This design comes from an exercise in tuning for small area and a short achievable clock period on the open sky130 flow, not from production work. Only simulation tests tie the RTL to the original design; equivalence was not proved. No activity file was given, so power comes from the tool's default toggle rates.

Setup of job 2903:
==> flow/design.v <==
package cpu_pkg;
   localparam int REG_ADDR_W = 5;
   localparam int DATA_W     = 32;
   localparam int NUM_REGS   = 2 ** REG_ADDR_W;
   typedef logic [REG_ADDR_W-1:0] reg_addr_t;
   typedef logic [DATA_W-1:0]     reg_data_t;
   localparam reg_addr_t REG_ZERO = 5'd0;
   localparam reg_addr_t REG_AT = 5'd1;
   localparam reg_addr_t REG_V0 = 5'd2;
   localparam reg_addr_t REG_GP = 5'd28;
   localparam reg_addr_t REG_SP = 5'd29;
   localparam reg_addr_t REG_FP = 5'd30;
   localparam reg_addr_t REG_RA = 5'd31;
endpackage
module register_file #(
   parameter int DATA_WIDTH   = cpu_pkg::DATA_W,
   parameter int ADDR_WIDTH   = cpu_pkg::REG_ADDR_W,
   parameter bit WRITE_BYPASS = 1'b1
) (
   input  logic                  clock,
   input  logic                  reset_n,
   input  logic                  we,
   input  logic [ADDR_WIDTH-1:0] rs,
   input  logic [ADDR_WIDTH-1:0] rt,
   input  logic [ADDR_WIDTH-1:0] rd,
   input  logic [DATA_WIDTH-1:0] input_data,
   output logic [DATA_WIDTH-1:0] output_data_A,
   output logic [DATA_WIDTH-1:0] output_data_B
);
   localparam int DEPTH = 2 ** ADDR_WIDTH;    
   logic [DATA_WIDTH-1:0]            wdata;
   logic [3:0]                       w_hi, na_hi, nb_hi;    
   logic [7:0]                       w_lo, na_lo, nb_lo;    
   logic [DEPTH-1:1]                 load;    
   logic [DEPTH-1:1]                 nhit;    
   logic [DEPTH-1:0]                 sel_a, sel_b;
   logic [DATA_WIDTH-1:0][DEPTH-1:0] col;     
   assign wdata = input_data & {DATA_WIDTH{reset_n}};
   always_comb begin
      for (int h = 0; h < 4; h++) begin
         w_hi[h]  = reset_n && we && (rd[4:3] == 2'(h));
         na_hi[h] = !(rs[4:3] == 2'(h));
         nb_hi[h] = !(rt[4:3] == 2'(h));
      end
      for (int l = 0; l < 8; l++) begin
         w_lo[l]  = (rd[2:0] == 3'(l));
         na_lo[l] = !(rs[2:0] == 3'(l));
         nb_lo[l] = !(rt[2:0] == 3'(l));
      end
      for (int i = 1; i < DEPTH; i++) begin
         nhit[i] = !(WRITE_BYPASS && w_hi[i/8] && w_lo[i%8]);
         load[i] = !reset_n || (w_hi[i/8] && w_lo[i%8]);
      end
      sel_a[0] = WRITE_BYPASS && reset_n && we && (rd != '0) && (rs == rd);
      sel_b[0] = WRITE_BYPASS && reset_n && we && (rd != '0) && (rt == rd);
   end
   genvar i, b;
   for (i = 1; i < DEPTH; i = i + 1) begin : g_sel
      rf_sel u_sa (.nhit(nhit[i]), .n_hi(na_hi[i/8]), .n_lo(na_lo[i%8]), .sel(sel_a[i]));
      rf_sel u_sb (.nhit(nhit[i]), .n_hi(nb_hi[i/8]), .n_lo(nb_lo[i%8]), .sel(sel_b[i]));
   end
   for (b = 0; b < DATA_WIDTH; b = b + 1) begin : g_bit
      assign col[b][0] = input_data[b];
      for (i = 1; i < DEPTH; i = i + 1) begin : g_reg
         always_ff @(posedge clock) begin
            if (load[i]) col[b][i] <= wdata[b];
         end
      end
      rf_read_bit u_a (.sel(sel_a), .ent_bit(col[b]), .out(output_data_A[b]));
      rf_read_bit u_b (.sel(sel_b), .ent_bit(col[b]), .out(output_data_B[b]));
   end
endmodule
module rf_sel (
   input  logic nhit,
   input  logic n_hi,
   input  logic n_lo,
   output logic sel
);
   assign sel = nhit & !n_hi & !n_lo;
endmodule
module rf_read_bit (
   input  logic [31:0] sel,
   input  logic [31:0] ent_bit,
   output logic        out
);
   logic [3:0]  k;    
   genvar j;
   for (j = 0; j < 4; j = j + 1) begin : g_grp
      rf_grp8 u_k (.s(sel[8*j+7:8*j]), .d(ent_bit[8*j+7:8*j]), .y(k[j]));
   end
   rf_nand4 u_o (.a(k), .y(out));
endmodule
module rf_grp8 (
   input  logic [7:0] s,
   input  logic [7:0] d,
   output logic       y
);
   assign y = !(|(s & d));
endmodule
module rf_nand4 (
   input  logic [3:0] a,
   output logic       y
);
   assign y = !(&a);
endmodule
export LEC_CHECK = 0
export CAP_MARGIN = 20
export CORE_MARGIN = 2
export CORE_UTILIZATION = 65
export CTS_CLUSTER_DIAMETER = 90
export CTS_CLUSTER_SIZE = 28
export PLACE_DENSITY = 0.9
export SETUP_SLACK_MARGIN = 2.0
export SLEW_MARGIN = 20
export SYNTH_HIERARCHICAL = 1
export SYNTH_MINIMUM_KEEP_SIZE = 0
create_clock -name core_clock -period 7.0 [get_ports {clock}]
standard.sh (not shown) runs the stock make flow with config.mk's settings and CLKGATE_MAP_FILE= SYNTH_SCRIPT=/design/flow/synth_recipe.tcl, a recipe that flattens the netlist after the stock synthesis.
==> flow/flow/run.sh <==
#!/bin/bash
# Own layout flow: the standard flow, with two changes after the standard
# synthesis (which runs unchanged):
#  - the port buffers that the flow puts on every input and output are
#    sky130_fd_sc_hd__buf_4 instead of the library's slow delay buffers;
#  - the delay cells (clkdlybuf4s*, dlygate*, dlymetal*) are marked don't-use
#    for placement, CTS and timing repair, on top of the platform's list.
# Each step's full output goes to a log file in the work folder; ORFS also
# keeps its own per-step logs under orfs/logs.
set -euo pipefail

PLATFORM_DONT_USE="sky130_fd_sc_hd__probe_p_8 sky130_fd_sc_hd__probec_p_8 sky130_fd_sc_hd__lpflow_bleeder_1 sky130_fd_sc_hd__lpflow_clkbufkapwr_1 sky130_fd_sc_hd__lpflow_clkbufkapwr_16 sky130_fd_sc_hd__lpflow_clkbufkapwr_2 sky130_fd_sc_hd__lpflow_clkbufkapwr_4 sky130_fd_sc_hd__lpflow_clkbufkapwr_8 sky130_fd_sc_hd__lpflow_clkinvkapwr_1 sky130_fd_sc_hd__lpflow_clkinvkapwr_16 sky130_fd_sc_hd__lpflow_clkinvkapwr_2 sky130_fd_sc_hd__lpflow_clkinvkapwr_4 sky130_fd_sc_hd__lpflow_clkinvkapwr_8 sky130_fd_sc_hd__lpflow_decapkapwr_12 sky130_fd_sc_hd__lpflow_decapkapwr_3 sky130_fd_sc_hd__lpflow_decapkapwr_4 sky130_fd_sc_hd__lpflow_decapkapwr_6 sky130_fd_sc_hd__lpflow_decapkapwr_8 sky130_fd_sc_hd__lpflow_inputiso0n_1 sky130_fd_sc_hd__lpflow_inputiso0p_1 sky130_fd_sc_hd__lpflow_inputiso1n_1 sky130_fd_sc_hd__lpflow_inputiso1p_1 sky130_fd_sc_hd__lpflow_inputisolatch_1 sky130_fd_sc_hd__lpflow_isobufsrc_1 sky130_fd_sc_hd__lpflow_isobufsrc_16 sky130_fd_sc_hd__lpflow_isobufsrc_2 sky130_fd_sc_hd__lpflow_isobufsrc_4 sky130_fd_sc_hd__lpflow_isobufsrc_8 sky130_fd_sc_hd__lpflow_isobufsrckapwr_16 sky130_fd_sc_hd__lpflow_lsbuf_lh_hl_isowell_tap_1 sky130_fd_sc_hd__lpflow_lsbuf_lh_hl_isowell_tap_2 sky130_fd_sc_hd__lpflow_lsbuf_lh_hl_isowell_tap_4 sky130_fd_sc_hd__lpflow_lsbuf_lh_isowell_4 sky130_fd_sc_hd__lpflow_lsbuf_lh_isowell_tap_1 sky130_fd_sc_hd__lpflow_lsbuf_lh_isowell_tap_2 sky130_fd_sc_hd__lpflow_lsbuf_lh_isowell_tap_4"
DELAY_CELLS="sky130_fd_sc_hd__clkdlybuf4s15_1 sky130_fd_sc_hd__clkdlybuf4s15_2 sky130_fd_sc_hd__clkdlybuf4s18_1 sky130_fd_sc_hd__clkdlybuf4s18_2 sky130_fd_sc_hd__clkdlybuf4s25_1 sky130_fd_sc_hd__clkdlybuf4s25_2 sky130_fd_sc_hd__clkdlybuf4s50_1 sky130_fd_sc_hd__clkdlybuf4s50_2 sky130_fd_sc_hd__dlygate4sd1_1 sky130_fd_sc_hd__dlygate4sd2_1 sky130_fd_sc_hd__dlygate4sd3_1 sky130_fd_sc_hd__dlymetal6s2s_1 sky130_fd_sc_hd__dlymetal6s4s_1 sky130_fd_sc_hd__dlymetal6s6s_1"

bash standard.sh synth > synth.log 2>&1
bash standard.sh \
   "BUFFER_PORTS_ARGS=-buffer_cell sky130_fd_sc_hd__buf_4" \
   "DONT_USE_CELLS=$PLATFORM_DONT_USE $DELAY_CELLS" \
   finish > layout.log 2>&1
test -s out/final.def
Job 2903: PASS, flow complete, no timing, DRC or antenna violations
diff inputs: job 2903 => job 3126
Settings: CTS_CLUSTER_DIAMETER now 80, was 90; PLACE_DENSITY now 0.75, was 0.9; CTS_CLUSTER_SIZE now 24, was 28; CORE_UTILIZATION now 55, was 65.
Notes after the runs:
| fraction of power spent switching nets | job 2903 vs job 3126 | ≈ equal |
Cell with the largest stage delay on the worst path: and4b_4 -> job 3126, nor3b_4 -> job 2903
Job 3126 vs. job 2903: first-pass GRT wire length went up; die area rose about 18%; minimum setup slack in the final design increased 0.033 ns; detailed-route wire length per cell moved up.
Job 2903 has higher minimum period implied by the final worst setup slack than job 3126.

==> separate check: timing with driven ports <==
Ports are ideal in the flow. The routed layouts listed here were re-timed in OpenROAD.
Step 1 (the two cells are an assumption about what drives the block):
set clk [get_ports {clock}]
set_driving_cell -lib_cell sky130_fd_sc_hd__clkbuf_16 $clk
set_driving_cell -lib_cell sky130_fd_sc_hd__buf_2 [delete_from_list [all_inputs] $clk]
Step 2, shift: input delay + t, output delay - t, t = (earliest + latest rising clock arrival at the registers) / 2. This alone moves slack from input paths to output paths.
Three values: ideal, step 1, step 2; two values: the first two.
run	shift t [ns]	setup WS [ns]	hold WS [ns]
job 2903	0.685	1.901 / 1.668 / 1.668	1.372 / 1.434 / 2.120
job 3126	0.696	1.935 / 1.840 / 1.840	1.440 / 1.409 / 2.105
After both steps setup and hold are still met in every run listed. For job 2903, which loses most, drivers alone change the setup slack by -0.233 ns; drivers and shift together by -0.233 ns.
